What follows belongs to an exercise in optimizing a design on an open flow for small area and few clock cycles; a production flow would make more cautious choices.
Power and IR drop assume default switching activity.

## window_mismatch_histogram
module window_mismatch_histogram #(
    parameter int WINDOW_MAX  = DEF_WINDOW_MAX,
    parameter int COUNT_WIDTH = DEF_COUNT_WIDTH
) (
    input  logic                  i_clk,
    input  logic                  i_rst_n,
    input  logic                  i_cfg_valid,
    output logic                  o_cfg_ready,
    input  logic [CFG_IDX_W-1:0]  i_cfg_index,
    input  logic [CFG_DATA_W-1:0] i_cfg_data,
    input  logic                  i_in_valid,
    output logic                  o_in_ready,
    input  logic [BYTE_W-1:0]     i_in_base,
    input  logic                  i_in_last,
    output logic                  o_out_valid,
    input  logic                  i_out_ready,
    output logic [OUT_W-1:0]      o_out_exact_hits,
    output logic [OUT_W-1:0]      o_out_one_mismatch_hits,
    output logic [OUT_W-1:0]      o_out_two_mismatch_hits,
    output logic [OUT_W-1:0]      o_out_three_mismatch_hits,
    output logic [OUT_W-1:0]      o_out_four_mismatch_hits,
    output logic [OUT_W-1:0]      o_out_five_mismatch_hits
);
Size in the first run: ~1600 cells after synthesis, ~450 flip-flops, about 280 I/O pins, ~21000 µm² of cells after synthesis.
==> flow/config.mk <==
export PLATFORM = sky130hd
export DESIGN_NAME = window_mismatch_histogram
export DESIGN_NICKNAME = window_mismatch_histogram
export VERILOG_FILES = /design/flow/design.v
export SDC_FILE = /design/flow/constraint.sdc
export NUM_CORES = 4
export LEC_CHECK = 0
export CAP_MARGIN = 5
export CORE_MARGIN = 2
export CORE_UTILIZATION = 60
export CTS_BUF_LIST = sky130_fd_sc_hd__clkbuf_8
export CTS_CLUSTER_DIAMETER = 50
export CTS_CLUSTER_SIZE = 30
export SLEW_MARGIN = 5
export BUFFER_PORTS_ARGS = -buffer_cell sky130_fd_sc_hd__buf_1
==> flow/constraint.sdc <==
create_clock -name core_clock -period 7.0 [get_ports {i_clk}]
set_input_delay 1.4000 -clock core_clock [delete_from_list [all_inputs] [get_ports {i_clk}]]
set_output_delay 1.4000 -clock core_clock [all_outputs]
set_load 0.01 [all_outputs]
standard.sh (not shown) runs the stock make flow with config.mk's settings and CLKGATE_MAP_FILE= SYNTH_SCRIPT=/design/flow/synth_recipe.tcl, a recipe that flattens the netlist after the stock synthesis.
==> flow/flow/run.sh <==
#!/bin/bash
# Standard layout, except that the port buffers are the smallest buffer
# (buf_1) instead of the one buffer_ports picks by default.
cp standard.sh standard_sh.log
echo 'export BUFFER_PORTS_ARGS = -buffer_cell sky130_fd_sc_hd__buf_1' >> config.mk
bash standard.sh > standard.log 2>&1
Then changed:
==> flow/config.mk (replaced) <==
export PLATFORM = sky130hd
export DESIGN_NAME = window_mismatch_histogram
export DESIGN_NICKNAME = window_mismatch_histogram
export VERILOG_FILES = /design/flow/design.v
export SDC_FILE = /design/flow/constraint.sdc
export NUM_CORES = 4
export LEC_CHECK = 0
export CAP_MARGIN = 20
export CORE_MARGIN = 2
export CORE_UTILIZATION = 40
export CTS_BUF_LIST = sky130_fd_sc_hd__clkbuf_4 sky130_fd_sc_hd__clkbuf_8
export SLEW_MARGIN = 20
export BUFFER_PORTS_ARGS = -buffer_cell sky130_fd_sc_hd__buf_1
Outcome:
- The new run completed without violations
- routed wire length climbs by 2.7%
- power climbs by 12%
- synthesized cell count is unchanged
- non-clock buffer count drops by 3
Then changed:
--- a/flow/config.mk
+++ b/flow/config.mk
@@ -9,4 +9,6 @@
 export CORE_MARGIN = 2
-export CORE_UTILIZATION = 40
-export CTS_BUF_LIST = sky130_fd_sc_hd__clkbuf_4 sky130_fd_sc_hd__clkbuf_8
+export CORE_UTILIZATION = 75
+export CTS_BUF_LIST = sky130_fd_sc_hd__clkbuf_8
+export CTS_CLUSTER_DIAMETER = 50
+export CTS_CLUSTER_SIZE = 30
 export SLEW_MARGIN = 20
Power goes down by roughly a tenth. Clock-buffer cell count drops by 67. Flip-flop and latch count is unchanged. Via count goes up by a few percent. Design area came out lower by a few percent. Setup slack gets worse by 0.045 ns.
Then changed:
==> flow/run.sh (new file) <==
#!/bin/bash
# synth_recipe.tcl (not shown) runs the flow's synth.tcl, then flattens the netlist and writes it again
# the make line also repeats each setting of config.mk as NAME=value (left out here)
make -C /OpenROAD-flow-scripts/flow DESIGN_CONFIG=/design/flow/config.mk WORK_HOME=/design/flow/orfs CLKGATE_MAP_FILE= SYNTH_SCRIPT=/design/flow/synth_recipe.tcl finish
--- a/flow/config.mk
+++ b/flow/config.mk
@@ -9,7 +9,4 @@
 export CORE_MARGIN = 2
-export CORE_UTILIZATION = 75
-export CTS_BUF_LIST = sky130_fd_sc_hd__clkbuf_8
-export CTS_CLUSTER_DIAMETER = 50
-export CTS_CLUSTER_SIZE = 30
+export CORE_UTILIZATION = 40
+export CTS_BUF_LIST = sky130_fd_sc_hd__clkbuf_4 sky130_fd_sc_hd__clkbuf_8
 export SLEW_MARGIN = 20
-export BUFFER_PORTS_ARGS = -buffer_cell sky130_fd_sc_hd__buf_1
removed: flow/flow/run.sh
removed: flow/standard.sh
Outcome: The changed run finished with timing, DRC and antenna clean; clock skew is about the same; total power goes up by 16%; cell area went up by 9.7%; flip-flop and latch count is unchanged; setup slack is better by 0.26 ns; global-route usage went down by 14 points; register-to-register slack gains 0.16 ns; cell count climbs by 18%; wire length goes up by 9.2%; maximum frequency came out higher by 4.5%; core utilization fell by 35 points.
Then changed:
--- a/flow/config.mk
+++ b/flow/config.mk
@@ -10,3 +10,5 @@
 export CORE_UTILIZATION = 40
-export CTS_BUF_LIST = sky130_fd_sc_hd__clkbuf_4 sky130_fd_sc_hd__clkbuf_8
+export CTS_BUF_LIST = sky130_fd_sc_hd__clkbuf_16
+export CTS_CLUSTER_DIAMETER = 80
+export CTS_CLUSTER_SIZE = 60
 export SLEW_MARGIN = 20
The changed run went through all stages and came out clean; setup slack is worse by 0.12 ns; non-clock buffer count is unchanged; routed wire length drops by 2.1%; clock skew went up by 0.019 ns; final area shrinks by 2.3%.
Then changed:
--- a/flow/config.mk
+++ b/flow/config.mk
@@ -10,5 +10,5 @@
 export CORE_UTILIZATION = 40
-export CTS_BUF_LIST = sky130_fd_sc_hd__clkbuf_16
-export CTS_CLUSTER_DIAMETER = 80
-export CTS_CLUSTER_SIZE = 60
+export CTS_BUF_LIST = sky130_fd_sc_hd__clkbuf_8
+export CTS_CLUSTER_DIAMETER = 60
+export CTS_CLUSTER_SIZE = 40
 export SLEW_MARGIN = 20
=> The new run ran to the end with no violations; synthesized cell count stays the same; combinational power is about the same; design area fell slightly; setup slack gets better by 0.076 ns; clock-buffer cell count is higher by 13; total power fell by a few percent; clock power came out lower by roughly a tenth; wire length increases slightly; maximum frequency grows slightly.
Function was not checked in any run of this note: the RTL went through the layout flow alone.

* * *

The RTL this note starts from:
==> flow/design.v <==
package wmh_pkg;
    localparam int DEF_WINDOW_MAX  = 32;
    localparam int DEF_COUNT_WIDTH = 16;
    localparam int BYTE_W      = 8;
    localparam int LEN_W       = 6;
    localparam int OUT_W       = 32;
    localparam int CFG_IDX_W   = 3;
    localparam int CFG_DATA_W  = 64;
    localparam int GUIDE_WORDS = 4;
    localparam int WORD_CHARS  = CFG_DATA_W / BYTE_W;
    localparam int GUIDE_CHARS = GUIDE_WORDS * WORD_CHARS;
    localparam int GIDX_W      = $clog2(GUIDE_CHARS);
    localparam int BINS        = 6;
    localparam int ACC_W       = 3;
    localparam logic [CFG_IDX_W-1:0] CFG_WIN_LEN   = CFG_IDX_W'(0);
endpackage
import wmh_pkg::*;
module wmh_match #(
    parameter int WINDOW_MAX = DEF_WINDOW_MAX
) (
    input  logic                              i_clk,
    input  logic                              i_en,
    input  logic [BYTE_W-1:0]                 i_base,
    input  logic [GUIDE_CHARS-1:0][BYTE_W-1:0] i_guide,
    input  logic [GIDX_W-1:0]                 i_last_idx,   
    output logic [ACC_W-1:0]                  o_mm_cnt
);
    logic [WINDOW_MAX-1:0]            mm;
    logic [WINDOW_MAX-1:0][ACC_W-1:0] n_acc;    
    logic [WINDOW_MAX-2:0][ACC_W-1:0] r_acc;
    always_comb begin
        logic inc;
        for (int k = 0; k < WINDOW_MAX; k++) mm[k] = (i_base != i_guide[k]);
        n_acc[0] = ACC_W'(mm[0]);
        for (int k = 1; k < WINDOW_MAX; k++) begin
            inc      = mm[k] & ~(&r_acc[k-1]);
            n_acc[k] = {r_acc[k-1][2] | (inc & r_acc[k-1][1] & r_acc[k-1][0]),
                        r_acc[k-1][1] ^ (inc & r_acc[k-1][0]),
                        r_acc[k-1][0] ^ inc};
        end
    end
    always_ff @(posedge i_clk) begin
        if (i_en) begin
            r_acc[0] <= {2'b00, n_acc[0][0]};
            r_acc[1] <= {1'b0, n_acc[1][1:0]};
            r_acc[2] <= {1'b0, n_acc[2][1:0]};
            for (int k = 3; k < WINDOW_MAX - 1; k++) r_acc[k] <= n_acc[k];
        end
    end
    assign o_mm_cnt = n_acc[i_last_idx];
endmodule
import wmh_pkg::*;
module wmh_hist #(
    parameter int COUNT_WIDTH = DEF_COUNT_WIDTH,
    parameter int GROUP_W     = 4      
) (
    input  logic                             i_clk,
    input  logic                             i_clear,   
    input  logic [BINS-1:0]                  i_hit,     
    output logic [BINS-1:0][COUNT_WIDTH-1:0] o_cnt
);
    localparam int NGROUPS = COUNT_WIDTH / GROUP_W;
    logic [BINS-1:0][COUNT_WIDTH-1:0] r_cnt;
    logic [BINS-1:0][COUNT_WIDTH-1:0] carry;
    logic [BINS-1:0][NGROUPS:0]       ones;     
    logic [BINS-1:0]                  inc;
    logic [BINS-1:0][COUNT_WIDTH-1:0] n_cnt;
    always_comb begin
        for (int k = 0; k < BINS; k++) begin
            ones[k][0] = 1'b1;
            for (int g = 0; g < NGROUPS; g++)
                ones[k][g+1] = ones[k][g] & (&r_cnt[k][g*GROUP_W +: GROUP_W]);
            inc[k] = i_hit[k] & ~ones[k][NGROUPS];
            for (int i = 0; i < COUNT_WIDTH; i++) begin
                if (i % GROUP_W == 0) carry[k][i] = inc[k] & ones[k][i / GROUP_W];
                else                  carry[k][i] = carry[k][i-1] & r_cnt[k][i-1];
                n_cnt[k][i] = r_cnt[k][i] ^ carry[k][i];
            end
        end
    end
    always_ff @(posedge i_clk) begin
        for (int k = 0; k < BINS; k++) begin
            if (i_clear) r_cnt[k] <= COUNT_WIDTH'(i_hit[k]);
            else         r_cnt[k] <= n_cnt[k];
        end
    end
    assign o_cnt = r_cnt;
endmodule
import wmh_pkg::*;
module window_mismatch_histogram #(
    parameter int WINDOW_MAX  = DEF_WINDOW_MAX,
    parameter int COUNT_WIDTH = DEF_COUNT_WIDTH
) (
    input  logic                  i_clk,
    input  logic                  i_rst_n,
    input  logic                  i_cfg_valid,
    output logic                  o_cfg_ready,
    input  logic [CFG_IDX_W-1:0]  i_cfg_index,
    input  logic [CFG_DATA_W-1:0] i_cfg_data,
    input  logic                  i_in_valid,
    output logic                  o_in_ready,
    input  logic [BYTE_W-1:0]     i_in_base,
    input  logic                  i_in_last,
    output logic                  o_out_valid,
    input  logic                  i_out_ready,
    output logic [OUT_W-1:0]      o_out_exact_hits,
    output logic [OUT_W-1:0]      o_out_one_mismatch_hits,
    output logic [OUT_W-1:0]      o_out_two_mismatch_hits,
    output logic [OUT_W-1:0]      o_out_three_mismatch_hits,
    output logic [OUT_W-1:0]      o_out_four_mismatch_hits,
    output logic [OUT_W-1:0]      o_out_five_mismatch_hits
);
    logic [GIDX_W-1:0]                  r_last_idx;
    logic [GUIDE_CHARS-1:0][BYTE_W-1:0] r_guide_n;    
    logic [GUIDE_CHARS-1:0][BYTE_W-1:0] guide;
    logic [LEN_W-1:0]                   cfg_len;
    logic [CFG_DATA_W-1:0]              guide_d;
    logic [GIDX_W-1:0] r_fill;
    logic                 r_out_valid;
    logic                 accept, take, win_en;
    logic [ACC_W-1:0]     mm_cnt;
    logic [BINS-1:0]      hit;
    logic [BINS-1:0][COUNT_WIDTH-1:0] cnt;
    assign o_cfg_ready = 1'b1;
    assign cfg_len     = i_cfg_data[LEN_W-1:0];
    assign guide_d     = ~(i_cfg_data & {CFG_DATA_W{i_rst_n}});
    assign guide       = ~r_guide_n;
    always_ff @(posedge i_clk) begin
        if (!i_rst_n) begin
            r_last_idx <= GIDX_W'(WINDOW_MAX - 1);
        end else if (i_cfg_valid && i_cfg_index == CFG_WIN_LEN) begin
            if (cfg_len == '0)       r_last_idx <= '0;
            else if (cfg_len[LEN_W-1]) r_last_idx <= GIDX_W'(WINDOW_MAX - 1);
            else                     r_last_idx <= GIDX_W'(cfg_len - LEN_W'(1));
        end
    end
    always_ff @(posedge i_clk) begin
        for (int w = 0; w < GUIDE_WORDS; w++) begin
            if (!i_rst_n || (i_cfg_valid && i_cfg_index == CFG_IDX_W'(w + 1))) begin
                for (int c = 0; c < WORD_CHARS; c++)
                    r_guide_n[w*WORD_CHARS + c] <= guide_d[c*BYTE_W +: BYTE_W];
            end
        end
    end
    assign take       = r_out_valid && i_out_ready;
    assign o_in_ready = !r_out_valid || i_out_ready;
    assign accept     = i_in_valid && o_in_ready && i_rst_n;
    always_ff @(posedge i_clk) begin
        if (!i_rst_n) begin
            r_fill <= '0;
        end else if (accept) begin
            r_fill <= i_in_last ? '0 : (&r_fill) ? r_fill : r_fill + GIDX_W'(1);
        end
    end
    assign win_en = (r_fill >= r_last_idx);
    wmh_match #(
        .WINDOW_MAX (WINDOW_MAX)
    ) u_match (
        .i_clk      (i_clk),
        .i_en       (accept),
        .i_base     (i_in_base),
        .i_guide    (guide),
        .i_last_idx (r_last_idx),
        .o_mm_cnt   (mm_cnt)
    );
    always_comb begin
        for (int k = 0; k < BINS; k++)
            hit[k] = accept && win_en && (mm_cnt == ACC_W'(k));
    end
    wmh_hist #(
        .COUNT_WIDTH (COUNT_WIDTH)
    ) u_hist (
        .i_clk   (i_clk),
        .i_clear (take || !i_rst_n),
        .i_hit   (hit),
        .o_cnt   (cnt)
    );
    always_ff @(posedge i_clk) begin
        if (!i_rst_n) begin
            r_out_valid <= 1'b0;
        end else if (accept && i_in_last) begin
            r_out_valid <= 1'b1;
        end else if (i_out_ready) begin
            r_out_valid <= 1'b0;
        end
    end
    assign o_out_valid               = r_out_valid;
    assign o_out_exact_hits          = OUT_W'(cnt[0]);
    assign o_out_one_mismatch_hits   = OUT_W'(cnt[1]);
    assign o_out_two_mismatch_hits   = OUT_W'(cnt[2]);
    assign o_out_three_mismatch_hits = OUT_W'(cnt[3]);
    assign o_out_four_mismatch_hits  = OUT_W'(cnt[4]);
    assign o_out_five_mismatch_hits  = OUT_W'(cnt[5]);
endmodule
clock: 7.0 ns
lec_check: 0
cap_margin: 20
core_margin: 2
core_utilization: 40
cts_buf_list: sky130_fd_sc_hd__clkbuf_8
cts_cluster_diameter: 50
cts_cluster_size: 30
slew_margin: 20
run.sh (not shown) runs the stock make flow with config.mk's settings and CLKGATE_MAP_FILE= SYNTH_SCRIPT=/design/flow/synth_recipe.tcl, a recipe that flattens the netlist after the stock synthesis.
Stock flow here: none of the scripts above is used.
Change:
==> flow/flow/run.sh (new file) <==
#!/bin/bash
# Standard layout, except that the port buffers are the smallest buffer
# (buf_1) instead of the one buffer_ports picks by default.
cp standard.sh standard_sh.log
echo 'export BUFFER_PORTS_ARGS = -buffer_cell sky130_fd_sc_hd__buf_1' >> config.mk
bash standard.sh > standard.log 2>&1
==> flow/standard.sh (new file) <==
#!/bin/bash
# synth_recipe.tcl (not shown) runs the flow's synth.tcl, then flattens the netlist and writes it again
# the make line also repeats each setting of config.mk as NAME=value (left out here)
make -C /OpenROAD-flow-scripts/flow DESIGN_CONFIG=/design/flow/config.mk WORK_HOME=/design/flow/orfs CLKGATE_MAP_FILE= SYNTH_SCRIPT=/design/flow/synth_recipe.tcl "${@:-finish}"
--- a/flow/config.mk
+++ b/flow/config.mk
@@ -10 +10 @@
-export CORE_UTILIZATION = 40
+export CORE_UTILIZATION = 60
@@ -14,0 +15 @@
+export BUFFER_PORTS_ARGS = -buffer_cell sky130_fd_sc_hd__buf_1
removed: flow/run.sh
- utilization grows by 19 points
- worst hold slack improves by 13 ps
- final cell count shrinks by roughly a tenth
- total power shrinks by a few percent
- non-clock buffer count shrinks by 7
- die area shrinks by a quarter to a third
- design area shrinks by a few percent
- count of clock-buffer cells in the layout shrinks by 2
- area after synthesis stays the same
No run of this note included a check of the RTL's function; only the layout flow was run.

afterwards: timing with drivers on the ports:
How much do the figures lean on ideal ports? The routed layouts below were timed once more, with nothing changed but the port constraints. Step 1 (the two cells are an assumption about what drives the block):
set clk [get_ports {i_clk}]
set_driving_cell -lib_cell sky130_fd_sc_hd__clkbuf_16 $clk
set_driving_cell -lib_cell sky130_fd_sc_hd__buf_2 [delete_from_list [all_inputs] $clk]
Step 2 also shifts input and output timing later by t, the mid clock arrival at the registers, as if the neighbouring blocks saw the same clock. Slacks: no drivers / after step 1 / after step 2; pairs: no drivers / after step 1.
run | shift t [ns] | setup WS [ns] | worst setup path after step 2 | worst register clock-pin slew, ns | worst data-port slew with drivers (ns)
the first run of note 1 | 0.669 | 1.182 / 1.211 / 0.542 | input to register | 0.11 / 0.11 | 0.07
the second run of note 1 | 0.710 | 1.078 / 1.107 / 0.397 | input to register | 0.07 / 0.07 | 0.06
the third run of note 1 | 0.627 | 1.034 / 1.055 / 0.428 | input to register | 0.12 / 0.12 | 0.09
the fourth run of note 1 | 0.716 | 1.291 / 1.314 / 0.599 | input to register | 0.06 / 0.06 | 0.09
the fifth run of note 1 | 0.655 | 1.167 / 1.194 / 0.539 | input to register | 0.12 / 0.12 | 0.07
the sixth run of note 1 | 0.663 | 1.243 / 1.264 / 0.601 | input to register | 0.12 / 0.12 | 0.07
the first run of note 2 | 0.703 | 1.252 / 1.275 / 0.572 | input to register | 0.10 / 0.10 | 0.08
the second run of note 2 | 0.669 | 1.182 / 1.211 / 0.542 | input to register | 0.11 / 0.11 | 0.07
After both steps every run listed still meets setup and hold. For the fourth run of note 1, which loses most, drivers alone change the setup slack by +0.023 ns; drivers and shift together by -0.692 ns.
